Context: an optimization exercise on an open-source flow, tuned for small area, a short achievable clock period and few clock cycles per item. The choices shown serve that exercise and are no tape-out recipe.
At most, simulation tests tie the RTL to the original design; equivalence was not proved.
The RTL of runs 4 to 7 was laid out without a check of its function.
Power and IR drop assume default switching activity.

==> design/flow/design.v <==
`timescale 1ns/1ps
`default_nettype none
module mmacc_main (
  input  wire logic        clk,
  input  wire logic        s_rst_n,
  input  wire logic        ld_en_i,
  input  wire logic [4:0]  ld_add_i,
  input  wire logic [15:0] ld_data_i,
  input  wire logic        cmd_avail_i,
  input  wire logic [1:0]  cmd_slot_i,
  input  wire logic [2:0]  cmd_rot_i,
  input  wire logic        res_avail_i,
  input  wire logic [15:0] res_i,
  output logic             cmd_enquiry_o,
  output logic             feed_vld_o,
  output logic [15:0]      feed_data_o,
  output logic             feed_sop_o,
  output logic             feed_eop_o,
  output logic             sxt_vld_o,
  output logic [15:0]      sxt_data_o,
  output logic             sxt_last_o,
  output logic [1:0]       sxt_slot_o,
  output logic             done_o,
  output logic [1:0]       done_slot_o,
  output logic [3:0]       error_o
);
  logic [1:0] t_slot [4];
  logic [2:0] t_sidx [4];            
  logic [1:0] wr_ptr;                
  logic [2:0] ifc;                   
  logic       tab_full;
  logic       cmd_take;
  logic       x_done;                
  assign tab_full = ifc[2];
  assign cmd_take = cmd_avail_i & ~tab_full;
  always_ff @(posedge clk) begin
    if (!s_rst_n) begin
      wr_ptr <= '0;
      ifc    <= '0;
    end else begin
      wr_ptr <= wr_ptr + 2'(cmd_take);
      ifc    <= ifc + 3'(cmd_take) - 3'(x_done);
    end
  end
  always_ff @(posedge clk) begin
    if (cmd_take) begin
      t_slot[wr_ptr] <= cmd_slot_i;
      t_sidx[wr_ptr] <= 3'd0 - cmd_rot_i;
    end
  end
  logic [31:0][15:0] w;              
  logic [3:0][7:0]   sel_q;          
  logic [3:0][15:0]  rd;             
  always_comb begin
    for (int s = 0; s < 4; s++) begin
      rd[s] = '0;
      for (int i = 0; i < 8; i++) begin
        rd[s] = rd[s] | (w[s*8+i] & {16{sel_q[s][i]}});
      end
    end
  end
  function automatic logic [31:0] oh32(input logic [1:0] s, input logic [2:0] i);
    for (int a = 0; a < 32; a++) oh32[a] = ({s, i} == 5'(a));
  endfunction
  function automatic logic [3:0] oh4(input logic [1:0] s);
    for (int a = 0; a < 4; a++) oh4[a] = (s == 2'(a));
  endfunction
  function automatic logic [15:0] cneg(input logic [15:0] x, input logic n);
    logic [15:0] p;
    p = x;
    for (int d = 1; d < 16; d = d * 2) begin
      for (int i = 15; i >= d; i--) p[i] = p[i] | p[i-d];
    end
    cneg[0] = x[0];
    for (int i = 1; i < 16; i++) cneg[i] = x[i] ^ (n & p[i-1]);
  endfunction
  logic       fr_v, fr_last, fr_neg;
  logic [2:0] fr_j, fr_idx;
  logic [1:0] fr_slot;
  logic [3:0] pf_oh;
  logic [1:0] f_ptr;                 
  logic [2:0] f_cnt;                 
  logic [2:0] fd_ptr;                
  logic       f_free, f_pend, f_start, f_tab;
  logic [1:0] hd_slot, fs_slot;
  logic [2:0] hd_sidx, fs_idx;
  assign f_pend  = (f_cnt != 3'd0);
  assign f_free  = ~fr_v | fr_last;
  assign f_start = f_free & (f_pend | cmd_take);
  assign f_tab   = f_pend;
  assign hd_slot = t_slot[f_ptr];
  assign hd_sidx = t_sidx[f_ptr];
  assign fs_slot = f_tab ? hd_slot : cmd_slot_i;
  assign fs_idx  = f_tab ? hd_sidx : 3'd0 - cmd_rot_i;
  logic        fn_v;
  logic [31:0] fn_sel;
  logic [3:0]  fn_oh;
  assign fn_v   = f_start | (fr_v & ~fr_last);
  assign fn_sel = ~fn_v   ? 32'd0 :
                  f_start ? oh32(fs_slot, fs_idx) : oh32(fr_slot, fr_idx + 3'd1);
  assign fn_oh  = ~fn_v   ? 4'd0 :
                  f_start ? oh4(fs_slot) : oh4(fr_slot);
  logic [15:0] pf;
  always_comb begin
    pf = '0;
    for (int s = 0; s < 4; s++) pf = pf | (rd[s] & {16{pf_oh[s]}});
  end
  always_ff @(posedge clk) begin
    if (!s_rst_n) begin
      fr_v   <= 1'b0;
      f_ptr  <= '0;
      f_cnt  <= '0;
      fd_ptr <= '0;
    end else begin
      fr_v   <= fn_v;
      f_ptr  <= f_ptr + 2'(f_start);
      f_cnt  <= f_cnt + 3'(cmd_take) - 3'(f_start);
      fd_ptr <= fd_ptr + 3'(fr_v & fr_last);
    end
  end
  always_ff @(posedge clk) begin
    if (f_start) begin
      fr_j    <= 3'd0;
      fr_last <= 1'b0;
      fr_slot <= fs_slot;
      fr_idx  <= fs_idx;
      fr_neg  <= (fs_idx != 3'd0);
    end else begin
      fr_j    <= fr_j + 3'd1;
      fr_last <= (fr_j == 3'd6);
      fr_idx  <= fr_idx + 3'd1;
      fr_neg  <= fr_neg & (fr_idx != 3'd7);
    end
  end
  logic        fq_v, fq_sop, fq_eop, fq_neg;
  logic [15:0] fq;
  always_ff @(posedge clk) begin
    if (!s_rst_n) begin
      fq_v       <= 1'b0;
      fq_sop     <= 1'b0;
      fq_eop     <= 1'b0;
      feed_vld_o <= 1'b0;
      feed_sop_o <= 1'b0;
      feed_eop_o <= 1'b0;
    end else begin
      fq_v       <= fr_v;
      fq_sop     <= fr_v & (fr_j == 3'd0);
      fq_eop     <= fr_v & fr_last;
      feed_vld_o <= fq_v;
      feed_sop_o <= fq_sop;
      feed_eop_o <= fq_eop;
    end
  end
  always_ff @(posedge clk) begin
    fq          <= pf;
    fq_neg      <= fr_neg;
    feed_data_o <= cneg(fq, fq_neg);
  end
  logic [5:0]  in_pos;               
  logic [15:0] a_q;
  logic        a_v;
  logic        r_v, r_adv;           
  logic [3:0]  pa_oh;
  logic [15:0] sum, nsum;
  logic [1:0]  in_slot;
  assign in_slot = t_slot[in_pos[4:3]];
  assign sum     = a_q + res_i;
  assign nsum    = (-a_q) + ~res_i + 16'd1;
  logic [15:0] pa;
  always_comb begin
    pa = '0;
    for (int s = 0; s < 4; s++) pa = pa | (rd[s] & {16{pa_oh[s]}});
  end
  logic a_load;
  assign a_load = r_v & (r_adv ? res_avail_i : ~res_avail_i);
  logic [5:0]  p1, p2;
  logic        av0, av1;             
  logic [5:0]  tg0, tg1;
  logic        rdy0, rdy1;
  logic [1:0]  sl0, sl1;
  assign p1   = in_pos + 6'd1;
  assign p2   = in_pos + 6'd2;
  assign av0  = a_v | (r_v & ~r_adv);
  assign av1  = r_v & r_adv;
  assign tg0  = av0 ? p1 : in_pos;
  assign tg1  = av1 ? p2 : p1;
  assign rdy0 = (tg0[5:3] != fd_ptr) | (fr_v & fr_last);
  assign rdy1 = (tg1[5:3] != fd_ptr) | (fr_v & fr_last);
  assign sl0  = t_slot[tg0[4:3]];
  assign sl1  = t_slot[tg1[4:3]];
  logic [31:0] an_sel0, an_sel1, an_sel;
  logic [3:0]  an_oh0, an_oh1, an_oh;
  assign an_sel0 = rdy0 ? oh32(sl0, tg0[2:0]) : 32'd0;
  assign an_sel1 = rdy1 ? oh32(sl1, tg1[2:0]) : 32'd0;
  assign an_oh0  = rdy0 ? oh4(sl0) : 4'd0;
  assign an_oh1  = rdy1 ? oh4(sl1) : 4'd0;
  assign an_sel  = res_avail_i ? an_sel1 : an_sel0;
  assign an_oh   = res_avail_i ? an_oh1  : an_oh0;
  always_ff @(posedge clk) begin
    if (!s_rst_n) begin
      in_pos <= '0;
      a_v    <= 1'b0;
      r_v    <= 1'b0;
      r_adv  <= 1'b0;
    end else begin
      in_pos <= res_avail_i ? p1 : in_pos;
      a_v    <= res_avail_i ? av1 : av0;
      r_v    <= res_avail_i ? rdy1 : rdy0;
      r_adv  <= res_avail_i ? av1 : av0;
    end
  end
  always_ff @(posedge clk) begin
    if (a_load) a_q <= pa;
  end
  logic [15:0] sum_q;
  logic        wq_v;
  logic [4:0]  wq_add;
  always_ff @(posedge clk) begin
    if (!s_rst_n) wq_v <= 1'b0;
    else          wq_v <= res_avail_i;
    if (res_avail_i) sum_q <= sum;
    wq_add <= {in_slot, in_pos[2:0]};
  end
  logic [15:0] wbus;
  logic [31:0] we;
  assign wbus = ld_en_i ? ld_data_i : sum_q;
  assign we   = (ld_en_i ? oh32(ld_add_i[4:3], ld_add_i[2:0]) : 32'd0)
              | (wq_v ? oh32(wq_add[4:3], wq_add[2:0]) : 32'd0);
  always_ff @(posedge clk) begin
    for (int a = 0; a < 32; a++) begin
      if (we[a]) w[a] <= wbus;
    end
  end
  logic       x_b0, x_b1;
  logic [2:0] xb;                    
  logic [1:0] x_slot;
  logic [3:0] px_oh;
  logic [15:0] w0, px;
  logic [15:0] xr;                   
  assign x_b0   = res_avail_i & (in_pos[2:0] == 3'd6);
  assign x_b1   = res_avail_i & (in_pos[2:0] == 3'd7);
  assign x_done = (xb == 3'd7);
  always_comb begin
    w0 = '0;
    for (int s = 0; s < 4; s++) w0 = w0 | (w[s*8] & {16{in_slot == 2'(s)}});
    px = '0;
    for (int s = 0; s < 4; s++) px = px | (rd[s] & {16{px_oh[s]}});
  end
  logic        xn_v;
  logic [2:0]  xn_idx;
  logic [31:0] xn_sel;
  assign xn_v   = x_b1 | ((xb != 3'd0) & (xb < 3'd6));
  assign xn_idx = x_b1 ? 3'd5 : 3'd6 - xb;
  assign xn_sel = xn_v ? oh32(x_slot, xn_idx) : 32'd0;
  always_ff @(posedge clk) begin
    if (!s_rst_n) begin
      xb         <= '0;
      sxt_vld_o  <= 1'b0;
      sxt_last_o <= 1'b0;
    end else begin
      xb         <= x_b1 ? 3'd2 : (xb != 3'd0 && xb != 3'd7) ? xb + 3'd1 : 3'd0;
      sxt_vld_o  <= x_b0 | x_b1 | (xb != 3'd0);
      sxt_last_o <= x_done;
    end
  end
  always_ff @(posedge clk) begin
    if (x_b0) x_slot <= in_slot;
    xr         <= x_b1 ? sum_q : px;
    sxt_data_o <= x_b0 ? w0 : x_b1 ? nsum : cneg(xr, 1'b1);
  end
  assign sxt_slot_o  = x_slot;
  assign done_o      = sxt_last_o;
  assign done_slot_o = x_slot;
  always_ff @(posedge clk) begin
    sel_q <= fn_sel | an_sel | xn_sel;
    pf_oh <= fn_oh;
    pa_oh <= an_oh;
    px_oh <= xn_v ? oh4(x_slot) : 4'd0;
  end
  logic [2:0] enq_cnt;
  always_ff @(posedge clk) begin
    if (!s_rst_n) begin
      enq_cnt       <= 3'd4;
      cmd_enquiry_o <= 1'b0;
    end else begin
      enq_cnt       <= enq_cnt - 3'(enq_cnt != 3'd0);
      cmd_enquiry_o <= (enq_cnt != 3'd0) | x_done;
    end
  end
  logic err_cmd, err_res;
  always_ff @(posedge clk) begin
    if (!s_rst_n) begin
      err_cmd <= 1'b0;
      err_res <= 1'b0;
    end else begin
      err_cmd <= err_cmd | (cmd_avail_i & tab_full);
      err_res <= err_res | (res_avail_i & (in_pos[5:3] == fd_ptr));
    end
  end
  assign error_o = {err_cmd, 1'b0, err_res, 1'b0};
endmodule
`default_nettype wire
==> design/flow/run.sh <==
#!/bin/bash
# synth_recipe.tcl (not shown) runs the flow's synth.tcl, then flattens the netlist and writes it again
# the make line also repeats each setting of config.mk as NAME=value (left out here)
make -C /OpenROAD-flow-scripts/flow DESIGN_CONFIG=/design/flow/config.mk WORK_HOME=/design/flow/orfs CLKGATE_MAP_FILE= SYNTH_SCRIPT=/design/flow/synth_recipe.tcl finish
==> design/flow/config.mk <==
export PLATFORM = sky130hd
export DESIGN_NAME = mmacc_main
export DESIGN_NICKNAME = mmacc_main
export VERILOG_FILES = /design/flow/design.v
export SDC_FILE = /design/flow/constraint.sdc
export NUM_CORES = 4
export LEC_CHECK = 0
export CAP_MARGIN = 20
export CORE_MARGIN = 2
export CORE_UTILIZATION = 40
export CTS_CLUSTER_DIAMETER = 100
export CTS_CLUSTER_SIZE = 28
export SETUP_SLACK_MARGIN = 2.5
export SLEW_MARGIN = 20
export TNS_END_PERCENT = 20
==> design/flow/constraint.sdc <==
create_clock -name core_clock -period 5.0 [get_ports {clk}]
set_input_delay 1.0000 -clock core_clock [delete_from_list [all_inputs] [get_ports {clk}]]
set_output_delay 1.0000 -clock core_clock [all_outputs]
set_load 0.01 [all_outputs]
==> flow_summary.toml, run 1 <==
[synthesis]
ys_top_cells_by_area = "edfxtp_1, dfxtp_1, a22oi_1, ha_1, mux4_2"
synthArstFlopShare_pct = 0
synth-seq-cells = 732
netlist_area_sq_mm = 0.03036
ys_warn_count = 1
synth_top_area_cell = "edfxtp_1"
yosys-top-cells-count = "edfxtp_1, a22oi_1, dfxtp_1"
synth_edf_count = 568
avgSynthCellArea_sq_um = 13.79
yosysMostFrequentCell = "edfxtp_1"
synth.distinct_cells = 69
syn_inst = 2201
yosysSeqAreaShare_pct = 66.99
synth_flop_cell = "edfxtp_1"
yosysTopAreaCellShare_pct = 56.18

[clock_network]
clock-sinks = 732
cts_tree = "done"
clock_path_buffers = 3
cts_max_level = 1
cts_buffers = 31
ctsHoldBuffers = 0
clock-root-buffer = "clkbuf_16"
path_clk_slew_ns = 0.10
clk_latency_ns = 0.65

[layout]
synthToLayoutAreaGrowth_pct = 13.97
final_nets = 2396
fillCellCount = 6631
drive_gt1_share_pct = 13.53

[power_and_ir_drop]
vdd_ir_drop_max_v = 0.0002914
powerDensity_mw_per_mm2 = 432.6
total_power_mw = 14.97
leakagePower_nw = 11.32

[critical_path]
rr_worst_depth = 7
crit_required_ns = 4.00
crit_path_end_kind = "output port"
slowest_delay_ns = 0.58
path_cells = "clkdlybuf4s50_1"
cp_slowest_cell = "clkdlybuf4s50_1"
critPathBufInv = 1
startpoint = "x_slot[1]"
r2r-end = "feed_data_o[15]"
crit_path_start_kind = "flip-flop"
cp_max_fo = 3
path_class = "flip-flop to output port"
endpoint = "done_slot_o[1]"
arrival_ns = 1.70
r2r_setup_slack_ns = 2.36
rr_startpoint = "fq[0]"
cp_num_cells = 1
path_delay_family = "buffers and inverters"

[placed_design]
io_buffer_count = 91
gp_congestion = 0.9190
post-place-ws_ns = 1.210
dp_hpwl_mm = 66.43

[global_route]
grt_overflow = 0
grt_pass1_vias = 19640
grt_antenna_before_repair = 4
grt_max_degree = 48
grt_pass1_wl_mm = 139.7
grt_usage_pct = 24.46

[drt]
via_per_inst = 6.188
drt-pass1-iter-count = 6
wl_per_cell_microns = 29.74
post-route-drc-count = 0
drt-initial-drc-count = 2493
vias = 20290
ant_nets = 0
wl_mm = 97.48

[die]
core-area_sq_mm = 0.07557
die_h_microns = 279.5
die_x_microns = 279.5
die_area_sq_mm = 0.07812
io_pins = 94
start_util_pct = 40.18
rows = 101

[sta]
finalWorstSetupSlack_ns = 2.304
slew_headroom_pct = 27.01
worst_pin_slew_ns = 1.093
period_needed_ns = 2.696
period_share_pct = 53.91
setup_tns_ns = 0
rsz0062_at_grt = "yes"
setup_viol = 0
max_freq_mhz = 371.0
skew_ns = 0.03085
drv_slew = 0
hold_viol = 0

[min_path]
hp-class = "flip-flop to flip-flop"

[status]
status = "complete, no violations"

[flow_run]
max_cap_viol_count = 0
-- sequential cells by signal, indices dropped and copies added (netlist names), 4 cells and up, named ones only --
| signal | flops |
|---|---|
| sum_q | 16 |
| sel_q | 32 |
| a_q | 16 |
| in_pos | 6 |
| w | 512 |
| xr | 16 |
| t_slot | 8 |
| feed_data_o | 16 |
| px_oh | 4 |
| fq | 16 |
| pf_oh | 4 |
| sxt_data_o | 16 |
| pa_oh | 4 |
| wq_add | 5 |
| t_sidx | 12 |
-- power breakdown --
part           internal (mW)  switching, mW  leakage (nW)
logic                   1.35           2.74          4.42
registers               7.00          0.777          6.47
clock network           1.22           1.88         0.441
-- final cells by class --
type / instances / area [sq um] / area share [%]
Clock buffer: 52 / 864.6 / 2.499
Multi-Input combinational cell: 1265 / 10160 / 29.38
Sequential cell: 732 / 20350 / 58.82
Clock inverter: 5 / 58.81 / 0.1700
Antenna cell: 1 / 2.502 / 0.007232
Timing Repair Buffer: 174 / 1657 / 4.788
Inverter: 71 / 276.5 / 0.7991
Tap cell: 978 / 1224 / 3.536
-- worst min path at each step --
stage	startpoint	endpoint	slack, ns	depth (start not counted)
floorplan	fr_neg	fq_neg	0.33	0
global placement	fq[0]	feed_data_o[0]	0.39	0
detailed placement	fq[0]	feed_data_o[0]	0.41	0
CTS	fq[0]	feed_data_o[0]	0.43	0
global route	fq[0]	feed_data_o[0]	0.45	0
finish	fq[0]	feed_data_o[0]	0.43	0
-- cell families (layout without fill, tap and decap cells) --
family                     Yosys count  count (layout)  synth area share (%)
other                                1               3               0.01235
adders and majority gates           74              74                 3.148
and+or+nand+nor                    449             452                 7.665
AOI/OAI and AO/OA                  613             613                 14.62
buffers and inverters              209             302                 2.699
muxes                               52              53                 2.815
DFF                                732             732                 66.99
xor gates and xnor gates            71              71                 2.048
-- per-layer routing --
layer	routed length (microns)	vias to the layer above	track usage, %
met5	0	-	0
met4	3578	0	7.816
met3	8937	168	4.087
met2	44270	1046	38.53
met1	40700	10280	34.66
li1	-	8792	-
-- per-stage QoR --
stage	hold slack (ns)	std cells	instance area, sq um	utilization [%]
floorplan	0.3312	2202	30610	-
global placement	0.3932	3167	32510	43.02
detailed placement	0.4144	3167	32510	43.02
CTS	0.4282	3269	34430	45.56
global route	0.4471	3277	34600	45.78
finish	0.4288	3278	34600	45.79
-- repair_timing --
action	in CTS	in global routing
buffers inserted	41	8
gates cloned	4	0
resized for setup	138	16
endpoints found under the setup margin	441	463
pin swaps	39	3
-- cells in the final DEF (no fill, tap or decap), types with 29 or more instances in the layout --
cell and n:
buf_4 68, clkbuf_16 31, dfxtp_1 158, edfxtp_1 568
xnor2_1 46, inv_1 60, a31oi_1 29, nor2_1 76
clkdlybuf4s50_1 77, a21oi_1 33, a22oi_1 378, nand4_1 71
ha_1 39, o21ai_0 31, and2_1 30, nand2_1 104
Testbench counts, summed over its fixed seeds: cycles 2,958, items 256.
==> inputs of run 2 (changes only) <==
--- a/design/flow/config.mk
+++ b/design/flow/config.mk
@@ -10,6 +10,5 @@
 export CORE_UTILIZATION = 40
 export CTS_CLUSTER_DIAMETER = 100
 export CTS_CLUSTER_SIZE = 28
-export SETUP_SLACK_MARGIN = 2.5
+export SETUP_SLACK_MARGIN = 2.6
 export SLEW_MARGIN = 20
-export TNS_END_PERCENT = 20
==> flow_summary.toml, run 2 <==
[critical_path]
path_class = "flip-flop to flip-flop"
r2r_setup_slack_ns = 2.45
path_cells = "or4_4 > or3_4 > or4_4 > or2_4 > o41ai_4 > nand2_1 > xor2_1"
cp_max_fo = 3
critPathBufInv = 0
rr_startpoint = "fq[1]"
cpMostUsedCell = "or4_4"
rr_worst_depth = 7
crit_required_ns = 5.53
path_delay_family = "simple AND/OR/NAND/NOR gates"
startpoint = "fq[1]"
cp_slowest_cell = "or4_4"
arrival_ns = 3.08
slowest_delay_ns = 0.52
crit_path_end_kind = "flip-flop"
cp_num_cells = 7
r2r-end = "feed_data_o[15]"
crit_path_start_kind = "flip-flop"

[die]
die_x_microns = 279.5
die_h_microns = 279.5
die_area_sq_mm = 0.07812
rows = 101
start_util_pct = 40.18
io_pins = 94
core-area_sq_mm = 0.07557

[power_and_ir_drop]
leakagePower_nw = 11.88
total_power_mw = 15.07
switching_share_pct = 35.91
vdd_ir_drop_max_v = 0.0003587
powerDensity_mw_per_mm2 = 418.8
p_comb_share_pct = 27.6
p_int_mw = 9.660
p_switching_mw = 5.413
pwr-share-clk_pct = 20.8
seq_power_share_pct = 51.6

[sta]
max_freq_mhz = 392.0
period_needed_ns = 2.551
drv_slew = 0
setup_tns_ns = 0
finalWorstSetupSlack_ns = 2.449
skew_ns = 0.01669
period_share_pct = 51.02
setup_viol = 0
slew_headroom_pct = 32.03
hold_viol = 0
worst_pin_slew_ns = 1.015
rsz0062_at_grt = "yes"
whs_ns = 0.4408

[synthesis]
yosysMostFrequentCell = "edfxtp_1"
netlist_area_sq_mm = 0.03036
synthArstFlopShare_pct = 0
synth_edf_count = 568
synth-seq-cells = 732
yosysTopAreaCellShare_pct = 56.18
yosys-top-cells-count = "edfxtp_1, a22oi_1, dfxtp_1"
yosysSeqAreaShare_pct = 66.99
syn_inst = 2201
synth.distinct_cells = 69
avgSynthCellArea_sq_um = 13.79
synth_top_area_cell = "edfxtp_1"
ys_top_cells_by_area = "edfxtp_1, dfxtp_1, a22oi_1, ha_1, mux4_2"
ys_warn_count = 1
synth_flop_cell = "edfxtp_1"

[clock_network]
clock_path_buffers = 3
cts_tree = "done"
clk_latency_ns = 0.64
cts_max_level = 1
clock-root-buffer = "clkbuf_16"
path_clk_slew_ns = 0.10
clock-sinks = 732
cts_buffers = 31
ctsHoldBuffers = 0

[drt]
wl_per_cell_microns = 29.63
drt-pass1-iter-count = 7
vias = 20730
ant_nets = 0
drt-initial-drc-count = 2658
via_per_inst = 6.257
wl_mm = 98.17
post-route-drc-count = 0

[layout]
design_area_sq_mm = 0.03599
seq_area_sq_mm = 0.02037
fin_util_pct = 47.63
fillCellCount = 6524
final_nets = 2431
drive_gt1_share_pct = 19.41
largest_registers = "w: 512 flops, sel_q: 32 flops"
mostFrequentLayoutCell = "edfxtp_1"
largest_register_ffs = 512
synthToLayoutAreaGrowth_pct = 18.54
multi_input_area_sq_mm = 0.01098
regMostFlops = "w"
final_cell_mix = "edfxtp_1, a22oi_1, dfxtp_1"
stdcell_count = 3313

[placed_design]
placed_area_sq_mm = 0.03270
dp_hpwl_mm = 66.06
gp_congestion = 0.8765
place_inst = 3146
io_buffer_count = 91
post-place-ws_ns = 1.295

[min_path]
hp-class = "flip-flop to flip-flop"
hold_depth = 1
hp-start = "fq_sop"
min_to = "feed_sop_o"

[global_route]
grt_overflow = 0
grt_antenna_before_repair = 3
grt_pass1_vias = 19850
grt_pass1_wl_mm = 141.0
grt_usage_pct = 24.57
grt_max_degree = 48

[flow_run]
max_cap_viol_count = 0

[status]
status = "complete, no violations"
==> run 2: cell counts after synthesis <==
Identical to the previous run, type by type.
==> run 2: timing repair <==
action	CTS	global route
pin swaps	80	54
endpoints found under the setup margin	831	153
gates resized for setup	239	92
buffers inserted	86	18
cloned	3	2
==> run 2: per-layer routing <==
metal	routed length, microns	global-route usage [%]
met2	44130	38.17
met5	17	0
met3	9522	3.895
met1	40540	34.93
met4	3962	8.995
==> run 2: cell families after synthesis <==
logic type	share of synthesized area, %
AOI/OAI and AO/OA	14.62
adders and majority gates	3.148
DFF	66.99
and+or+nand+nor	7.665
muxes	2.815
other	0.01235
xor gates and xnor gates	2.048
buffers and inverters	2.699
==> run 2: power by group through the flow <==
stage | registers, mW | clock network [mW] | logic [mW]
after global routing | 7.82 | 3.38 | 4.38
after global placement | 7.89 | 0 | 3.70
after floorplan | 7.30 | 0 | 2.42
final | 7.78 | 3.13 | 4.16
after detailed placement | 7.91 | 0 | 3.75
after CTS | 7.77 | 3.17 | 4.00
==> run 2: cell type report <==
| cell class | count | area share, % |
|---|---|---|
| Antenna cell | 1 | 0.006953 |
| Clock buffer | 52 | 2.489 |
| Clock inverter | 5 | 0.1460 |
| Inverter | 71 | 0.8100 |
| Multi-Input combinational cell | 1266 | 30.50 |
| Sequential cell | 732 | 56.59 |
| Tap cell | 978 | 3.400 |
| Timing Repair Buffer | 208 | 6.056 |
==> run 2: worst register-to-register path, delay by kind of cell, from the launching register on <==
family	cells	cell delay [ns]
AOI/OAI and AO/OA	1	0.29
DFF	1	0.36
xor gates and xnor gates	1	0.15
and+or+nand+nor	5	1.65
==> run 2: worst max path at each step <==
stage                           end  slack, ns
floorplan             sxt_data_o[9]       2.11
global placement     sxt_data_o[13]       1.33
detailed placement            w[16]       1.29
CTS                 feed_data_o[15]       2.44
global route        feed_data_o[14]       2.36
finish              feed_data_o[15]       2.45
==> inputs of run 3 (changes only) <==
==> design/flow/config.mk (replaced) <==
export PLATFORM = sky130hd
export DESIGN_NAME = mmacc_main
export DESIGN_NICKNAME = mmacc_main
export VERILOG_FILES = /design/flow/design.v
export SDC_FILE = /design/flow/constraint.sdc
export NUM_CORES = 4
export LEC_CHECK = 0
export CAP_MARGIN = 10
export CORE_MARGIN = 2
export CORE_UTILIZATION = 40
export CTS_CLUSTER_DIAMETER = 100
export CTS_CLUSTER_SIZE = 28
export SETUP_SLACK_MARGIN = 2.5
export SLEW_MARGIN = 10
==> flow_summary.toml, run 3 <==
[status]
status = "complete, no violations"

[critical_path]
path_class = "flip-flop to flip-flop"
cpMostUsedCell = "or4_4"
arrival_ns = 3.04
r2r-end = "feed_data_o[14]"
crit_required_ns = 5.52
crit_path_end_kind = "flip-flop"
rr_worst_depth = 7
r2r_setup_slack_ns = 2.48
startpoint = "fq[0]"
rr_startpoint = "fq[0]"
critPathBufInv = 0
cp_slowest_cell = "or4_4"
endpoint = "feed_data_o[14]"
cp_num_cells = 7
slowest_delay_ns = 0.52
cp_max_fo = 3
path_delay_family = "simple AND/OR/NAND/NOR gates"
crit_path_start_kind = "flip-flop"
path_cells = "or4_4 > or3_4 > or4_4 > or2_4 > o41ai_4 > nand2_1 > xor2_1"

[synthesis]
synth_flop_cell = "edfxtp_1"
syn_inst = 2201
yosys-top-cells-count = "edfxtp_1, a22oi_1, dfxtp_1"
yosysTopAreaCellShare_pct = 56.18
synthArstFlopShare_pct = 0
synth_edf_count = 568
synth_top_area_cell = "edfxtp_1"
ys_warn_count = 1
yosysSeqAreaShare_pct = 66.99
ys_top_cells_by_area = "edfxtp_1, dfxtp_1, a22oi_1, ha_1, mux4_2"
synth-seq-cells = 732
synth.distinct_cells = 69
netlist_area_sq_mm = 0.03036
avgSynthCellArea_sq_um = 13.79
yosysMostFrequentCell = "edfxtp_1"

[clock_network]
clock_path_buffers = 3
clock-sinks = 732
clock-root-buffer = "clkbuf_16"
path_clk_slew_ns = 0.11
cts_tree = "done"
cts_max_level = 1
cts_buffers = 31
clk_latency_ns = 0.64

[die]
die_h_microns = 279.5
core-area_sq_mm = 0.07557
start_util_pct = 40.18
rows = 101
die_area_sq_mm = 0.07812
die_x_microns = 279.5
io_pins = 94

[drt]
drt-pass1-iter-count = 6
post-route-drc-count = 0
wl_met3_mm = 7.912
wl_mm = 97.18
top_layer = "met4"
wl_met1_mm = 41.80
via_per_inst = 6.204
drt-initial-drc-count = 2468
ant_nets = 0
met2WireLength_mm = 44.71
wl_per_cell_microns = 29.52
vias = 20420

[placed_design]
dp_hpwl_mm = 65.32
post-place-ws_ns = 1.323
gp_congestion = 0.9080
io_buffer_count = 91
placed_area_sq_mm = 0.03264

[global_route]
grt_overflow = 0
grt_pass1_vias = 19640
grt_usage_pct = 24.33
grt_max_degree = 44
grt_antenna_before_repair = 1
grt_pass1_wl_mm = 139.5

[sta]
rsz0062_at_grt = "yes"
period_needed_ns = 2.516
drv_slew = 0
max_freq_mhz = 397.5
skew_ns = 0.02728
setup_viol = 0
period_share_pct = 50.31
worst_pin_slew_ns = 1.039
hold_viol = 0
finalWorstSetupSlack_ns = 2.484
slew_headroom_pct = 30.75
setup_tns_ns = 0

[layout]
synthToLayoutAreaGrowth_pct = 15.15
fillCellCount = 6606
drive_gt1_share_pct = 15.97
final_cell_mix = "edfxtp_1, a22oi_1, dfxtp_1"
mostFrequentLayoutCell = "edfxtp_1"
final_nets = 2407
seq_area_sq_mm = 0.02036
largest_registers = "w: 512 flops, sel_q: 32 flops"
multi_input_area_sq_mm = 0.01043
regMostFlops = "w"
design_area_sq_mm = 0.03496
largest_register_ffs = 512

[min_path]
hp-class = "flip-flop to flip-flop"

[flow_run]
max_cap_viol_count = 0

[power_and_ir_drop]
powerDensity_mw_per_mm2 = 428.3
leakagePower_nw = 11.66
vdd_ir_drop_max_v = 0.0003724
[run 3: logic make-up (layout without fill, tap and decap cells)]
| group | count (synthesis) | count (layout) | share of synthesized area [%] |
|---|---|---|---|
| buf+inv | 209 | 316 | 2.699 |
| other cells | 1 | 6 | 0.01235 |
| flops | 732 | 732 | 66.99 |
| xor+xnor | 71 | 71 | 2.048 |
| mux | 52 | 53 | 2.815 |
| fa+ha+maj | 74 | 74 | 3.148 |
| simple gates | 449 | 449 | 7.665 |
| compound gates | 613 | 613 | 14.62 |
[run 3: area by class of cell]
| class | instances | share of cell area [%] |
|---|---|---|
| Inverter | 71 | 0.8052 |
| Timing Repair Buffer | 188 | 4.903 |
| Sequential cell | 732 | 58.23 |
| Antenna cell | 4 | 0.02863 |
| Clock buffer | 53 | 2.512 |
| Multi-Input combinational cell | 1262 | 29.84 |
| Clock inverter | 4 | 0.1754 |
| Tap cell | 978 | 3.500 |
[run 3: routing by layer]
metal | up-vias | GRT usage [%]
met2 | 960 | 39.05
met4 | 0 | 6.115
met3 | 119 | 3.053
li1 | 8815 | -
met1 | 10530 | 35.15
met5 | - | 0
[run 3: power breakdown]
group          leakage (nW)  internal, mW  total, mW  switching [mW]
registers              6.47          7.00       7.80           0.799
logic                  4.74          1.39       4.08            2.69
clock network         0.450          1.23       3.10            1.87
total                  11.7          9.62       15.0            5.35
[run 3: how the worst min path moves through the flow]
stage	endpoint	from	cells past startpoint
2_1_floorplan	fq_neg	fr_neg	0
3_3_place_gp	feed_data_o[0]	fq[0]	0
3_5_place_dp	feed_data_o[0]	fq[0]	0
4_1_cts	feed_eop_o	fq_eop	1
5_1_grt	feed_data_o[14]	fq[14]	1
6_report	feed_eop_o	fq_eop	1
[run 3: repair_timing]
action	in CTS	in global routing
pin swaps	44	24
setup endpoints to repair	455	606
gates cloned	1	0
setup buffers	50	15
gates resized for setup	159	93
hold buffers	0	0
endpoints found under the hold margin	0	0
[run 3: through the flow]
| step | utilization [%] | std cells | total power [mW] | hold slack [ns] |
|---|---|---|---|---|
| 5_1_grt | 46.25 | 3288 | 15.47 | 0.4746 |
| 3_5_place_dp | 43.19 | 3165 | 11.62 | 0.3978 |
| 6_report | 46.26 | 3292 | 14.98 | 0.4440 |
| 4_1_cts | 45.57 | 3273 | 14.80 | 0.4462 |
| 2_1_floorplan | - | 2202 | 9.688 | 0.3312 |
| 3_3_place_gp | 43.19 | 3165 | 11.58 | 0.4013 |
==> inputs of run 4 (changes only) <==
--- a/design/flow/design.v
+++ b/design/flow/design.v
@@ -165,7 +165,10 @@
   logic [1:0]  in_slot;
   assign in_slot = t_slot[in_pos[4:3]];
   assign sum     = a_q + res_i;
-  assign nsum    = (-a_q) + ~res_i + 16'd1;
+  logic [15:0] ns_x, ns_c;
+  assign ns_x    = ~a_q ^ ~res_i ^ 16'd2;
+  assign ns_c    = (~a_q & ~res_i) | ((~a_q | ~res_i) & 16'd2);
+  assign nsum    = ns_x + {ns_c[14:0], 1'b0};
   logic [15:0] pa;
   always_comb begin
     pa = '0;
@@ -221,10 +224,19 @@
     if (res_avail_i) sum_q <= sum;
     wq_add <= {in_slot, in_pos[2:0]};
   end
+  logic        lq_v;
+  logic [4:0]  lq_add;
+  logic [15:0] lq_data;
+  always_ff @(posedge clk) begin
+    if (!s_rst_n) lq_v <= 1'b0;
+    else          lq_v <= ld_en_i;
+    lq_add  <= ld_add_i;
+    lq_data <= ld_data_i;
+  end
   logic [15:0] wbus;
   logic [31:0] we;
-  assign wbus = ld_en_i ? ld_data_i : sum_q;
-  assign we   = (ld_en_i ? oh32(ld_add_i[4:3], ld_add_i[2:0]) : 32'd0)
+  assign wbus = lq_v ? lq_data : sum_q;
+  assign we   = (lq_v ? oh32(lq_add[4:3], lq_add[2:0]) : 32'd0)
               | (wq_v ? oh32(wq_add[4:3], wq_add[2:0]) : 32'd0);
   always_ff @(posedge clk) begin
     for (int a = 0; a < 32; a++) begin
==> design/flow/config.mk (replaced) <==
export PLATFORM = sky130hd
export DESIGN_NAME = mmacc_main
export DESIGN_NICKNAME = mmacc_main
export VERILOG_FILES = /design/flow/design.v
export SDC_FILE = /design/flow/constraint.sdc
export NUM_CORES = 4
export LEC_CHECK = 0
export CAP_MARGIN = 20
export CORE_MARGIN = 2
export CORE_UTILIZATION = 40
export SETUP_SLACK_MARGIN = 2.5
export SLEW_MARGIN = 20
==> flow_summary.toml, run 4 <==
[status]
status = "complete, no violations"

[critical_path]
crit_path_end_kind = "flip-flop"
path_cells = "or4_4 > or4_4 > or3_4 > or4_4 > or3_4 > o21ai_4 > xnor2_2"
arrival_ns = 3.44
path_delay_family = "simple AND/OR/NAND/NOR gates"
slowest_delay_ns = 0.53
cp_max_fo = 2
crit_path_start_kind = "flip-flop"
path_class = "flip-flop to flip-flop"
crit_required_ns = 5.56
cpMostUsedCell = "or4_4"
cp_slowest_cell = "or4_4"
critPathBufInv = 0

[drt]
drt-initial-drc-count = 2666
post-route-drc-count = 0
ant_nets = 0
wl_mm = 102.9
via_per_inst = 6.075
drt-pass1-iter-count = 6
wl_per_cell_microns = 29.08
vias = 21500

[sta]
skew_ns = 0.02826
setup_viol = 0
whs_ns = 0.4332
period_needed_ns = 2.875
max_freq_mhz = 347.9
worst_pin_slew_ns = 1.147
finalWorstSetupSlack_ns = 2.125
setup_tns_ns = 0
drv_slew = 0
period_share_pct = 57.49
slew_headroom_pct = 23.41
hold_viol = 0
rsz0062_at_grt = "yes"

[layout]
final_cell_mix = "edfxtp_1, a22oi_1, dfxtp_1"
drive_gt1_share_pct = 18.17
final_nets = 2550
mostFrequentLayoutCell = "edfxtp_1"
num_antenna_cells = 0
stdcell_count = 3539
fillCellCount = 6681
regMostFlops = "w"
synthToLayoutAreaGrowth_pct = 19.91
largest_registers = "w: 512 flops, sel_q: 32 flops"
largest_register_ffs = 512

[synthesis]
synth-seq-cells = 754
ys_top_cells_by_area = "edfxtp_1, dfxtp_1, a22oi_1, ha_1, mux4_2"
synth_top_area_cell = "edfxtp_1"
synthArstFlopShare_pct = 0
avgSynthCellArea_sq_um = 13.53
yosysMostFrequentCell = "edfxtp_1"
yosysSeqAreaShare_pct = 66.65
netlist_area_sq_mm = 0.03118
synth_edf_count = 568
synth.distinct_cells = 67
synth_flop_cell = "edfxtp_1"
yosys-top-cells-count = "edfxtp_1, a22oi_1, dfxtp_1"
yosysTopAreaCellShare_pct = 54.71
syn_inst = 2305
ys_warn_count = 1

[die]
rows = 102
die_area_sq_mm = 0.08019
core-area_sq_mm = 0.07734
die_h_microns = 283.2
start_util_pct = 40.31
die_x_microns = 283.2
io_pins = 94

[global_route]
grt_pass1_vias = 20650
grt_pass1_wl_mm = 147.2
grt_antenna_before_repair = 2
grt_usage_pct = 25.08
grt_overflow = 0
grt_max_degree = 51

[clock_network]
cts_buffers = 81
clock-root-buffer = "clkbuf_16"
path_clk_slew_ns = 0.07
ctsHoldBuffers = 0
clk_latency_ns = 0.65
cts_max_level = 3
clock-sinks = 754
clock_path_buffers = 3
cts_tree = "done"

[power_and_ir_drop]
p_switching_mw = 6.077
powerDensity_mw_per_mm2 = 483.9
total_power_mw = 18.09
p_comb_share_pct = 23.0
p_int_mw = 12.01
pwr-share-clk_pct = 32.9
seq_power_share_pct = 44.1
switching_share_pct = 33.60
vdd_ir_drop_max_v = 0.0002677
leakagePower_nw = 12.65

[placed_design]
place_inst = 3325
io_buffer_count = 91
dp_hpwl_mm = 68.71
gp_congestion = 0.9421
post-place-ws_ns = 1.089

[flow_run]
max_cap_viol_count = 0

[min_path]
hp-class = "flip-flop to flip-flop"
==> run 4: area by class of cell <==
type                    count  area, sq um  share of cell area (%)
inverters                  64        260.3                  0.6961
well taps                1040         1301                   3.481
repair buffers            187         1630                   4.361
multi-input cells        1342        10730                   28.69
clock buffers             115         2277                   6.091
flip-flops and latches    754        20800                   55.64
clock inverters            37        389.1                   1.041
==> run 4: cells by family (layout without fill, tap and decap cells) <==
kind of cell    after synthesis  after routing  share of synthesized area (%)
fa+ha+maj                    73             73                          3.026
buf+inv                     212            403                          2.649
flops                       754            754                          66.65
other cells                   1              2                        0.01203
simple gates                555            555                          9.170
mux                          53             55                          3.054
xor+xnor                     74             74                          2.079
compound gates              583            583                          13.36
==> run 4: final timing paths <==
kind,cells after the start,slack [ns],from,endpoint
worst max-delay path,7,2.13,fq[0],feed_data_o[15]
worst min-delay path,1,0.43,fq_v,feed_vld_o
worst max register to register,7,2.13,fq[0],feed_data_o[15]
worst min register to register,1,0.43,fq_v,feed_vld_o
==> run 4: metal layers <==
layer | share of wire (%) | vias to the layer above | global-route usage [%]
met3 | 9.2 | 190 | 4.549
met4 | 4.2 | 0 | 9.815
li1 | - | 9263 | -
met5 | 0 | - | 0
met1 | 42 | 10870 | 35.31
met2 | 45 | 1178 | 38.61
==> run 4: repair_timing <==
item / 4_1_cts / 5_1_grt
setup buffers: 39 / 21
pin swaps: 33 / 32
gates cloned: 2 / 0
gates resized for setup: 179 / 72
endpoints found under the setup margin: 197 / 180
==> run 4: power groups by stage <==
stage | Clock, mW | Combinational, mW | Sequential, mW
global route | 6.26 | 4.38 | 8.01
floorplan | 0 | 2.41 | 7.44
CTS | 6.04 | 3.90 | 7.97
global placement | 0 | 3.71 | 8.08
finish | 5.95 | 4.16 | 7.98
detailed placement | 0 | 3.75 | 8.10
==> run 4: metrics by stage <==
step | utilization [%] | area, sq um
after floorplan | - | 31430
after global placement | 43.17 | 33380
after detailed placement | 43.22 | 33430
after CTS | 47.79 | 36960
after global routing | 48.34 | 37380
final | 48.34 | 37380
==> inputs of run 5 (changes only) <==
--- a/design/flow/design.v
+++ b/design/flow/design.v
@@ -165,10 +165,7 @@
   logic [1:0]  in_slot;
   assign in_slot = t_slot[in_pos[4:3]];
   assign sum     = a_q + res_i;
-  logic [15:0] ns_x, ns_c;
-  assign ns_x    = ~a_q ^ ~res_i ^ 16'd2;
-  assign ns_c    = (~a_q & ~res_i) | ((~a_q | ~res_i) & 16'd2);
-  assign nsum    = ns_x + {ns_c[14:0], 1'b0};
+  assign nsum    = (-a_q) + ~res_i + 16'd1;
   logic [15:0] pa;
   always_comb begin
     pa = '0;
--- a/design/flow/config.mk
+++ b/design/flow/config.mk
@@ -8,5 +8,7 @@
 export CAP_MARGIN = 20
 export CORE_MARGIN = 2
 export CORE_UTILIZATION = 40
+export CTS_CLUSTER_DIAMETER = 100
+export CTS_CLUSTER_SIZE = 28
 export SETUP_SLACK_MARGIN = 2.5
 export SLEW_MARGIN = 20
==> flow_summary.toml, run 5 <==
[status]
status = "complete, no violations"

[sta]
period_needed_ns = 2.621
setup_tns_ns = 0
drv_slew = 0
whs_ns = 0.3679
rsz0062_at_grt = "yes"
hold_viol = 0
max_freq_mhz = 381.5
finalWorstSetupSlack_ns = 2.379
setup_viol = 0
worst_pin_slew_ns = 1.136
slew_headroom_pct = 24.14
skew_ns = 0.03000
period_share_pct = 52.42

[synthesis]
netlist_area_sq_mm = 0.03075
ys_top_cells_by_area = "edfxtp_1, dfxtp_1, a22oi_1, ha_1, mux4_2"
avgSynthCellArea_sq_um = 13.74
yosysMostFrequentCell = "edfxtp_1"
synth_flop_cell = "edfxtp_1"
syn_inst = 2239
synth-seq-cells = 754
yosysTopAreaCellShare_pct = 55.46
yosysSeqAreaShare_pct = 67.57
synth_top_area_cell = "edfxtp_1"
synth_edf_count = 568
yosys-top-cells-count = "edfxtp_1, a22oi_1, dfxtp_1"
synth.distinct_cells = 69
ys_warn_count = 1
synthArstFlopShare_pct = 0

[clock_network]
path_clk_slew_ns = 0.11
ctsHoldBuffers = 0
cts_buffers = 34
clock-sinks = 754
clk_latency_ns = 0.61
clock_path_buffers = 3
cts_tree = "done"
cts_max_level = 2
clock-root-buffer = "clkbuf_16"

[die]
rows = 101
io_pins = 94
die_x_microns = 281.3
die_area_sq_mm = 0.07912
die_h_microns = 281.3
core-area_sq_mm = 0.07608
start_util_pct = 40.42

[min_path]
hp-class = "flip-flop to flip-flop"
hold_depth = 0

[flow_run]
max_cap_viol_count = 0

[drt]
wl_mm = 99.10
ant_nets = 0
drt-pass1-iter-count = 6
wl_per_cell_microns = 29.21
vias = 20600
via_per_inst = 6.071
post-route-drc-count = 0
drt-initial-drc-count = 2614

[power_and_ir_drop]
p_int_mw = 10.08
p_switching_mw = 5.666
switching_share_pct = 35.98
powerDensity_mw_per_mm2 = 442.6
p_comb_share_pct = 27.4
leakagePower_nw = 11.87
seq_power_share_pct = 50.8
vdd_ir_drop_max_v = 0.0002642
pwr-share-clk_pct = 21.8
total_power_mw = 15.75

[critical_path]
rr_worst_depth = 8
crit_required_ns = 5.50
crit_path_end_kind = "flip-flop"
crit_path_start_kind = "flip-flop"
path_class = "flip-flop to flip-flop"
arrival_ns = 3.12
cp_max_fo = 3

[global_route]
grt_usage_pct = 24.48
grt_overflow = 0
busiest_layer = "met2"
grt_max_degree = 46
grt_antenna_before_repair = 1
grt_pass1_wl_mm = 139.8
grtUsageMet3_pct = 5.096
grt_use_met1_pct = 34.33
grt_pass1_vias = 19590
met2_usage_pct = 38.66

[layout]
design_area_sq_mm = 0.03558
final_cell_mix = "edfxtp_1, a22oi_1, dfxtp_1"
fillCellCount = 6594
num_antenna_cells = 0
fin_util_pct = 46.76
multi_input_area_sq_mm = 0.01026
largest_register_ffs = 512
mostFrequentLayoutCell = "edfxtp_1"
drive_gt1_share_pct = 16.21
stdcell_count = 3393
seq_area_sq_mm = 0.02080
synthToLayoutAreaGrowth_pct = 15.68
largest_registers = "w: 512 flops, sel_q: 32 flops"
regMostFlops = "w"
final_nets = 2458

[placed_design]
place_inst = 3257
dp_hpwl_mm = 67.02
io_buffer_count = 91
placed_area_sq_mm = 0.03315
gp_congestion = 0.9074
post-place-ws_ns = 1.222
run 5: cell types whose count changed after synthesis, moves of 5 or more:
cell and change:
nor2_1 +11, buf_1 -9, nor2b_1 -14, mux4_2 -5
nand3_1 -38, a31oi_1 +6, nor3_1 -11, inv_1 +8
o211ai_1 +26, and2_1 -29, a22oi_1 +5, nand4_1 -35
run 5: timing repair:
item | CTS | global route
endpoints found under the hold margin | 0 | 0
setup buffers | 44 | 26
setup endpoints to repair | 122 | 91
resized for setup | 175 | 73
pin swaps | 50 | 40
gates cloned | 2 | 1
run 5: final cells by class:
cell class                      instances  area share, %
Clock buffer                           58          2.880
Tap cell                             1030          3.623
Multi-Input combinational cell       1273          28.85
Timing Repair Buffer                  202          5.156
Sequential cell                       754          58.47
Clock inverter                          4         0.1723
Inverter                               72         0.8511
run 5: cells by family (layout without fill, tap and decap cells):
logic type	Yosys count	in the layout	share of synthesized area (%)
mux	46	46	2.665
buf+inv	214	336	2.714
other cells	1	2	0.01219
simple gates	450	451	7.303
compound gates	626	626	14.52
flops	754	754	67.57
fa+ha+maj	74	74	3.108
xor+xnor	74	74	2.108
run 5: power groups by stage:
stage	logic (mW)	registers, mW	clock network [mW]
final	4.31	7.99	3.44
after global placement	3.72	8.11	0
after floorplan	2.37	7.47	0
after global routing	4.54	8.02	3.67
after detailed placement	3.77	8.12	0
after CTS	4.10	7.98	3.48
run 5: worst paths after layout:
check / end / slack (ns) / startpoint
setup / recovery: feed_data_o[14] / 2.38 / fq[0]
setup reg to reg: feed_data_o[14] / 2.38 / fq[0]
hold / removal: fq_neg / 0.37 / fr_neg
hold reg to reg: fq_neg / 0.37 / fr_neg
run 5: layer usage:
metal	vias up	routed length (microns)
li1	8909	-
met1	10430	41360
met2	1121	45750
met3	138	9286
met4	0	2710
met5	-	0
run 5: critical path, stage by stage (launching register included):
cell	delay (ns)
dfxtp_2	0.34
or4_4	0.53
or3_4	0.35
or4_4	0.42
or2_4	0.28
o41ai_4	0.22
buf_6	0.19
nand2_4	0.05
xor2_1	0.14
==> inputs of run 6 (changes only) <==
--- a/design/flow/design.v
+++ b/design/flow/design.v
@@ -65,6 +65,19 @@
   function automatic logic [3:0] oh4(input logic [1:0] s);
     for (int a = 0; a < 4; a++) oh4[a] = (s == 2'(a));
   endfunction
+  function automatic logic [3:0] nib_or(input logic [15:0] x);
+    for (int k = 0; k < 4; k++) nib_or[k] = |x[4*k +: 4];
+  endfunction
+  function automatic logic [15:0] cneg4(input logic [15:0] x, input logic [3:0] g,
+                                        input logic n);
+    logic any;
+    for (int i = 0; i < 16; i++) begin
+      any = 1'b0;
+      for (int k = 0; k < 4; k++) if (4*k + 4 <= i) any = any | g[k];
+      for (int b = (i / 4) * 4; b < i; b++) any = any | x[b];
+      cneg4[i] = x[i] ^ (n & any);
+    end
+  endfunction
   function automatic logic [15:0] cneg(input logic [15:0] x, input logic n);
     logic [15:0] p;
     p = x;
@@ -134,6 +147,7 @@
   end
   logic        fq_v, fq_sop, fq_eop, fq_neg;
   logic [15:0] fq;
+  logic [3:0]  fq_g;
   always_ff @(posedge clk) begin
     if (!s_rst_n) begin
       fq_v       <= 1'b0;
@@ -153,8 +167,9 @@
   end
   always_ff @(posedge clk) begin
     fq          <= pf;
+    fq_g        <= nib_or(pf);
     fq_neg      <= fr_neg;
-    feed_data_o <= cneg(fq, fq_neg);
+    feed_data_o <= cneg4(fq, fq_g, fq_neg);
   end
   logic [5:0]  in_pos;               
   logic [15:0] a_q;
@@ -165,7 +180,10 @@
   logic [1:0]  in_slot;
   assign in_slot = t_slot[in_pos[4:3]];
   assign sum     = a_q + res_i;
-  assign nsum    = (-a_q) + ~res_i + 16'd1;
+  logic [15:0] ns_x, ns_c;
+  assign ns_x    = ~a_q ^ ~res_i ^ 16'd2;
+  assign ns_c    = (~a_q & ~res_i) | ((~a_q | ~res_i) & 16'd2);
+  assign nsum    = ns_x + {ns_c[14:0], 1'b0};
   logic [15:0] pa;
   always_comb begin
     pa = '0;
@@ -246,6 +264,7 @@
   logic [3:0] px_oh;
   logic [15:0] w0, px;
   logic [15:0] xr;                   
+  logic [3:0]  xr_g;
   assign x_b0   = res_avail_i & (in_pos[2:0] == 3'd6);
   assign x_b1   = res_avail_i & (in_pos[2:0] == 3'd7);
   assign x_done = (xb == 3'd7);
@@ -275,7 +294,8 @@
   always_ff @(posedge clk) begin
     if (x_b0) x_slot <= in_slot;
     xr         <= x_b1 ? sum_q : px;
-    sxt_data_o <= x_b0 ? w0 : x_b1 ? nsum : cneg(xr, 1'b1);
+    xr_g       <= x_b1 ? nib_or(sum_q) : nib_or(px);
+    sxt_data_o <= x_b0 ? w0 : x_b1 ? nsum : cneg4(xr, xr_g, 1'b1);
   end
   assign sxt_slot_o  = x_slot;
   assign done_o      = sxt_last_o;
--- a/design/flow/config.mk
+++ b/design/flow/config.mk
@@ -8,7 +8,5 @@
 export CAP_MARGIN = 20
 export CORE_MARGIN = 2
 export CORE_UTILIZATION = 40
-export CTS_CLUSTER_DIAMETER = 100
-export CTS_CLUSTER_SIZE = 28
 export SETUP_SLACK_MARGIN = 2.5
 export SLEW_MARGIN = 20
==> flow_summary.toml, run 6 <==
[status]
status = "complete, no violations"

[layout]
num_antenna_cells = 0
largest_register_ffs = 512
design_area_sq_mm = 0.03790
largest_registers = "w: 512 flops, sel_q: 32 flops"
mostFrequentLayoutCell = "edfxtp_1"
synthToLayoutAreaGrowth_pct = 20.48
regMostFlops = "w"
final_nets = 2613
fillCellCount = 6776
drive_gt1_share_pct = 20.56
final_cell_mix = "edfxtp_1, a22oi_1, dfxtp_1"

[die]
rows = 102
start_util_pct = 40.54
io_pins = 94
die_h_microns = 284.4
core-area_sq_mm = 0.07759
die_area_sq_mm = 0.08090
die_x_microns = 284.4

[flow_run]
max_cap_viol_count = 0

[drt]
ant_nets = 0
drt-initial-drc-count = 2703
post-route-drc-count = 0
wl_per_cell_microns = 29.29
vias = 21690
wl_mm = 105.1
drt-pass1-iter-count = 5
via_per_inst = 6.044

[critical_path]
arrival_ns = 3.29
path_class = "flip-flop to flip-flop"
critPathBufInv = 2
cp_slowest_cell = "or4_4"
cp_max_fo = 3
crit_path_start_kind = "flip-flop"
crit_required_ns = 5.55
path_delay_family = "simple AND/OR/NAND/NOR gates"
crit_path_end_kind = "flip-flop"
path_cells = "ha_4 > inv_2 > ha_4 > inv_2 > fa_2 > nand2b_4 > a21oi_4 > o31a_1 > o21ai_2 > nor2_2 > or4_4 > o22ai_2"
slowest_delay_ns = 0.51

[synthesis]
synth-seq-cells = 760
synth_top_area_cell = "edfxtp_1"
yosysMostFrequentCell = "edfxtp_1"
ys_top_cells_by_area = "edfxtp_1, dfxtp_1, a22oi_1, ha_1, nand2_1"
yosysTopAreaCellShare_pct = 54.22
avgSynthCellArea_sq_um = 13.55
netlist_area_sq_mm = 0.03146
syn_inst = 2322
yosys-top-cells-count = "edfxtp_1, a22oi_1, dfxtp_1"
yosysSeqAreaShare_pct = 66.44
synth_edf_count = 568
synth.distinct_cells = 86
ys_warn_count = 1
synth_flop_cell = "edfxtp_1"
synthArstFlopShare_pct = 0

[global_route]
grt_usage_pct = 25.36
busiest_layer = "met2"
grt_antenna_before_repair = 2
met2_usage_pct = 39.17
grt_overflow = 0
grt_pass1_wl_mm = 150.0
grtUsageMet3_pct = 4.470
grt_use_met1_pct = 35.86
grt_pass1_vias = 20920
grt_max_degree = 51

[clock_network]
path_clk_slew_ns = 0.06
cts_tree = "done"
clock_path_buffers = 3
clk_latency_ns = 0.64
clock-root-buffer = "clkbuf_16"
cts_max_level = 3
cts_buffers = 81
clock-sinks = 760

[placed_design]
dp_hpwl_mm = 70.20
placed_area_sq_mm = 0.03375
io_buffer_count = 91
gp_congestion = 0.9526

[sta]
period_share_pct = 54.78
setup_tns_ns = 0
max_freq_mhz = 365.1
skew_ns = 0.03003
worst_pin_slew_ns = 1.108
hold_viol = 0
period_needed_ns = 2.739
setup_viol = 0
slew_headroom_pct = 26.11
rsz0062_at_grt = "yes"
drv_slew = 0

[power_and_ir_drop]
total_power_mw = 18.84
powerDensity_mw_per_mm2 = 497.2
leakagePower_nw = 12.95
vdd_ir_drop_max_v = 0.0002346

[min_path]
hp-class = "flip-flop to flip-flop"
run 6: cell count changes after synthesis, sizes merged, moves of 9 or more:
cell,before,now
buf,15,30
nand2,128,141
nor3,18,27
o211ai,33,18
and2,18,32
inv,71,84
ha,70,79
clkbuf,127,112
xor2,28,15
a22oi,379,351
nor2,105,96
run 6: cell type report:
cell class / instances / area, sq um / share of cell area, %
clock buffer: 109 / 2247 / 5.930
clock inverter: 40 / 292.8 / 0.7726
inverter: 84 / 367.9 / 0.9706
multi-input combinational: 1339 / 10830 / 28.58
sequential: 760 / 20960 / 55.31
tap: 1040 / 1301 / 3.434
timing repair buffer: 217 / 1894 / 4.999
run 6: final timing paths:
path,startpoint,endpoint,slack [ns],cells past startpoint
worst min-delay path,fq[0],feed_data_o[0],0.39,0
worst max register to register,a_q[1],sxt_data_o[13],2.26,12
worst min register to register,fq[0],feed_data_o[0],0.39,0
worst max-delay path,a_q[1],sxt_data_o[13],2.26,12
run 6: logic make-up (layout without fill, tap and decap cells):
group / Yosys count / count (layout) / synth area share, %
other cells: 1 / 2 / 0.01192
flops: 760 / 760 / 66.44
buf+inv: 226 / 450 / 2.975
compound gates: 631 / 631 / 14.49
fa+ha+maj: 83 / 83 / 3.397
mux: 49 / 50 / 2.570
simple gates: 508 / 508 / 8.206
xor+xnor: 64 / 65 / 1.913
run 6: per-layer routing:
metal,part of all wire (%),vias up
met5,0.011,-
met3,9.5,199
li1,-,9386
met2,45,1231
met1,41,10870
met4,4.0,2
run 6: timing repair:
| action | CTS | global route |
|---|---|---|
| buffers inserted | 58 | 34 |
| setup endpoints to repair | 95 | 56 |
| gates resized for setup | 191 | 100 |
| hold buffers | 0 | 0 |
| pin swaps | 50 | 45 |
| gates cloned | 0 | 2 |
run 6: power breakdown:
part | switching (mW) | total [mW] | leakage [nW] | internal, mW
combinational | 3.10 | 4.82 | 5.01 | 1.73
clock | 2.49 | 5.81 | 1.24 | 3.32
sequential | 0.901 | 8.21 | 6.70 | 7.31
total | 6.49 | 18.8 | 12.9 | 12.4
run 6: per-stage QoR:
step / utilization, % / setup slack [ns] / hold slack, ns / cells
final: 48.84 / 2.261 / 0.3854 / 3589
after detailed placement: 43.50 / 1.069 / 0.3777 / 3346
after floorplan: - / 1.900 / 0.3312 / 2323
after global routing: 48.84 / 2.172 / 0.4058 / 3589
after CTS: 48.01 / 2.221 / 0.3856 / 3553
after global placement: 43.46 / 1.130 / 0.3764 / 3346
==> inputs of run 7 (changes only) <==
--- a/design/flow/design.v
+++ b/design/flow/design.v
@@ -78,15 +78,6 @@
       cneg4[i] = x[i] ^ (n & any);
     end
   endfunction
-  function automatic logic [15:0] cneg(input logic [15:0] x, input logic n);
-    logic [15:0] p;
-    p = x;
-    for (int d = 1; d < 16; d = d * 2) begin
-      for (int i = 15; i >= d; i--) p[i] = p[i] | p[i-d];
-    end
-    cneg[0] = x[0];
-    for (int i = 1; i < 16; i++) cneg[i] = x[i] ^ (n & p[i-1]);
-  endfunction
   logic       fr_v, fr_last, fr_neg;
   logic [2:0] fr_j, fr_idx;
   logic [1:0] fr_slot;
@@ -180,10 +171,7 @@
   logic [1:0]  in_slot;
   assign in_slot = t_slot[in_pos[4:3]];
   assign sum     = a_q + res_i;
-  logic [15:0] ns_x, ns_c;
-  assign ns_x    = ~a_q ^ ~res_i ^ 16'd2;
-  assign ns_c    = (~a_q & ~res_i) | ((~a_q | ~res_i) & 16'd2);
-  assign nsum    = ns_x + {ns_c[14:0], 1'b0};
+  assign nsum    = (-a_q) + ~res_i + 16'd1;
   logic [15:0] pa;
   always_comb begin
     pa = '0;
@@ -239,19 +227,10 @@
     if (res_avail_i) sum_q <= sum;
     wq_add <= {in_slot, in_pos[2:0]};
   end
-  logic        lq_v;
-  logic [4:0]  lq_add;
-  logic [15:0] lq_data;
-  always_ff @(posedge clk) begin
-    if (!s_rst_n) lq_v <= 1'b0;
-    else          lq_v <= ld_en_i;
-    lq_add  <= ld_add_i;
-    lq_data <= ld_data_i;
-  end
   logic [15:0] wbus;
   logic [31:0] we;
-  assign wbus = lq_v ? lq_data : sum_q;
-  assign we   = (lq_v ? oh32(lq_add[4:3], lq_add[2:0]) : 32'd0)
+  assign wbus = ld_en_i ? ld_data_i : sum_q;
+  assign we   = (ld_en_i ? oh32(ld_add_i[4:3], ld_add_i[2:0]) : 32'd0)
               | (wq_v ? oh32(wq_add[4:3], wq_add[2:0]) : 32'd0);
   always_ff @(posedge clk) begin
     for (int a = 0; a < 32; a++) begin
--- a/design/flow/config.mk
+++ b/design/flow/config.mk
@@ -8,5 +8,7 @@
 export CAP_MARGIN = 20
 export CORE_MARGIN = 2
 export CORE_UTILIZATION = 40
+export CTS_CLUSTER_DIAMETER = 100
+export CTS_CLUSTER_SIZE = 28
 export SETUP_SLACK_MARGIN = 2.5
 export SLEW_MARGIN = 20
==> flow_summary.toml, run 7 <==
[status]
status = "complete, no violations"

[sta]
period_needed_ns = 2.612
setup_viol = 0
slew_headroom_pct = 35.93
worst_pin_slew_ns = 0.9597
max_freq_mhz = 382.8
period_share_pct = 52.25
finalWorstSetupSlack_ns = 2.388
whs_ns = 0.4013
setup_tns_ns = 0
drv_slew = 0
hold_viol = 0
skew_ns = 0.05195
rsz0062_at_grt = "yes"

[drt]
post-route-drc-count = 0
via_per_inst = 6.107
wl_per_cell_microns = 29.35
ant_nets = 0
drt-initial-drc-count = 2916
vias = 21220
drt-pass1-iter-count = 6
wl_mm = 102.0

[synthesis]
syn_inst = 2280
synth_top_area_cell = "edfxtp_1"
ys_top_cells_by_area = "edfxtp_1, dfxtp_1, a22oi_1, ha_1, mux4_2"
synthArstFlopShare_pct = 0
ys_warn_count = 1
netlist_area_sq_mm = 0.03087
yosys-top-cells-count = "edfxtp_1, a22oi_1, dfxtp_1"
avgSynthCellArea_sq_um = 13.54
synth-seq-cells = 738
synth.distinct_cells = 78
yosysMostFrequentCell = "edfxtp_1"
yosysTopAreaCellShare_pct = 55.26
synth_edf_count = 568
synth_flop_cell = "edfxtp_1"
yosysSeqAreaShare_pct = 66.28

[power_and_ir_drop]
switching_share_pct = 35.92
p_comb_share_pct = 29.0
p_int_mw = 10.09
leakagePower_nw = 12.15
pwr-share-clk_pct = 21.5
vdd_ir_drop_max_v = 0.0002939
p_switching_mw = 5.657
seq_power_share_pct = 49.5
powerDensity_mw_per_mm2 = 431.4

[layout]
fillCellCount = 6581
final_nets = 2547
largest_register_ffs = 512
mostFrequentLayoutCell = "edfxtp_1"
stdcell_count = 3474
design_area_sq_mm = 0.03651
largest_registers = "w: 512 flops, sel_q: 32 flops"
synthToLayoutAreaGrowth_pct = 18.28
regMostFlops = "w"
final_cell_mix = "edfxtp_1, a22oi_1, dfxtp_1"
drive_gt1_share_pct = 20.43

[clock_network]
clk_latency_ns = 0.62
path_clk_slew_ns = 0.10
cts_buffers = 34
cts_tree = "done"
cts_max_level = 2
clock-sinks = 738
ctsHoldBuffers = 0
clock_path_buffers = 3
clock-root-buffer = "clkbuf_16"

[die]
die_x_microns = 281.8
core-area_sq_mm = 0.07620
io_pins = 94
die_h_microns = 281.8
die_area_sq_mm = 0.07941
rows = 101
start_util_pct = 40.51

[global_route]
grt_max_degree = 51
grt_pass1_wl_mm = 145.9
grt_pass1_vias = 20060
grt_antenna_before_repair = 4
grt_usage_pct = 25.44
grt_overflow = 0

[min_path]
hp-class = "flip-flop to flip-flop"

[placed_design]
gp_congestion = 0.9450
place_inst = 3287
dp_hpwl_mm = 69.23
io_buffer_count = 91
post-place-ws_ns = 1.236
placed_area_sq_mm = 0.03328

[critical_path]
cp_max_fo = 4
crit_path_end_kind = "flip-flop"
crit_required_ns = 5.52
slowest_delay_ns = 0.58
arrival_ns = 3.13
cpMostUsedCell = "buf_6"
crit_path_start_kind = "flip-flop"
cp_slowest_cell = "or4b_4"
path_class = "flip-flop to flip-flop"
path_cells = "buf_12 > ha_4 > a21boi_4 > o21a_1 > xor2_2 > buf_6 > mux4_2 > buf_6 > or4b_4 > o221ai_2"

[flow_run]
max_cap_viol_count = 0
-- run 7: cell count changes after synthesis, moves of 12 or more --
cell / before / now
clkbuf_1: 111 / 130
o221ai_1: 4 / 32
nor2_1: 96 / 134
nand2_1: 141 / 113
and2_1: 32 / 20
a21oi_1: 48 / 67
dfxtp_1: 192 / 170
o21ai_0: 44 / 31
-- run 7: final timing paths --
check	start	end	slack, ns	cells after the start
min reg2reg	fq[0]	feed_data_o[0]	0.40	0
max	in_pos[0]	sel_q[4]	2.39	10
max reg2reg	in_pos[0]	sel_q[4]	2.39	10
min	fq[0]	feed_data_o[0]	0.40	0
-- run 7: power groups by stage --
stage / Sequential, mW / Combinational (mW) / Clock (mW)
floorplan: 7.35 / 2.44 / 0
global placement: 7.91 / 3.86 / 0
detailed placement: 7.92 / 3.90 / 0
CTS: 7.79 / 4.26 / 3.46
global route: 7.84 / 4.77 / 3.63
finish: 7.80 / 4.56 / 3.39
-- run 7: what timing repair did --
| action | 4_1_cts | 5_1_grt |
|---|---|---|
| gates resized for setup | 198 | 119 |
| cloned | 1 | 0 |
| pin swaps | 65 | 57 |
| buffers inserted | 79 | 43 |
| setup endpoints to repair | 491 | 264 |
-- run 7: worst max-delay path: cells and delay by family (launching register included) --
family | cells | cell delay (ns)
AND/OR/NAND/NOR | 1 | 0.58
AO/OA/AOI/OAI | 3 | 0.51
buffers and inverters | 3 | 0.43
flip-flops | 1 | 0.36
multiplexers | 1 | 0.34
XOR/XNOR | 1 | 0.16
adder cells (fa/ha/maj) | 1 | 0.15
-- run 7: cell type report --
| class | instances | area (sq um) | share of cell area (%) |
|---|---|---|---|
| Inverter | 78 | 314.1 | 0.8601 |
| Clock buffer | 53 | 964.7 | 2.642 |
| Clock inverter | 9 | 113.9 | 0.3118 |
| Timing Repair Buffer | 249 | 2341 | 6.412 |
| Multi-Input combinational cell | 1315 | 10970 | 30.06 |
| Tap cell | 1030 | 1289 | 3.530 |
| Sequential cell | 738 | 20510 | 56.17 |
| Antenna cell | 2 | 5.005 | 0.01371 |
-- run 7: through the flow --
step                      util, %  power (mW)
after floorplan                 -       9.783
after global placement      43.63       11.77
after detailed placement    43.67       11.82
after CTS                   46.85       15.51
after global routing        47.91       16.24
final                       47.91       15.75
-- run 7: cells by family (layout without fill, tap and decap cells) --
logic type      count (synthesis)  in the layout  synth area share (%)
compound gates                615            615                 14.34
xor+xnor                       58             58                 1.646
fa+ha+maj                      84             84                 3.502
buf+inv                       228            389                 2.963
flops                         738            738                 66.28
mux                            57             57                 2.947
other cells                     1              4               0.01215
simple gates                  499            499                 8.305
-- run 7: routing by layer --
| layer | vias to the layer above | track usage (%) | routed length, microns |
|---|---|---|---|
| li1 | 9164 | - | - |
| met4 | 2 | 5.292 | 1731 |
| met1 | 10830 | 37.94 | 44450 |
| met5 | - | 0 | 12 |
| met2 | 1121 | 39.63 | 46660 |
| met3 | 98 | 3.522 | 9100 |

## what the ideal ports hide
The flow's constraints put no driver on any port. The routed layouts listed below were extracted and timed again, unchanged, in two steps.
Step 1, drivers: a clkbuf_16 drives clk and a buf_2 each remaining input, both assumed.
Step 2 moves the port delays by t, midway between the first and last clock arrival at a register: inputs arrive t later, outputs are due t later. That takes back most of the time a late clock gives input paths.
Slacks: ideal / step 1 / step 2; pairs: ideal / step 1.
run	shift t [ns]	slack for setup (ns)	hold slack, ns	latest minus earliest clock arrival (ns)	pins driven straight from the clock port
run 1	0.702	2.304 / 2.241 / 1.646	0.429 / 0.429 / 0.429	0.031 / 0.031	1
run 2	0.694	2.449 / 2.449 / 1.803	0.441 / 0.441 / 0.441	0.018 / 0.018	1
run 3	0.688	2.484 / 2.460 / 1.839	0.444 / 0.444 / 0.444	0.028 / 0.027	1
run 4	0.702	2.125 / 2.125 / 1.651	0.433 / 0.433 / 0.433	0.029 / 0.029	1
run 5	0.657	2.379 / 2.379 / 1.814	0.368 / 0.368 / 0.368	0.031 / 0.031	1
run 6	0.683	2.261 / 2.261 / 1.618	0.385 / 0.385 / 0.385	0.036 / 0.036	1
run 7	0.674	2.388 / 2.388 / 1.811	0.401 / 0.401 / 0.401	0.053 / 0.054	1
After both steps every run listed still meets setup and hold. The setup slack of run 1, which loses most, moves by -0.063 ns with the drivers and by -0.658 ns with both steps.
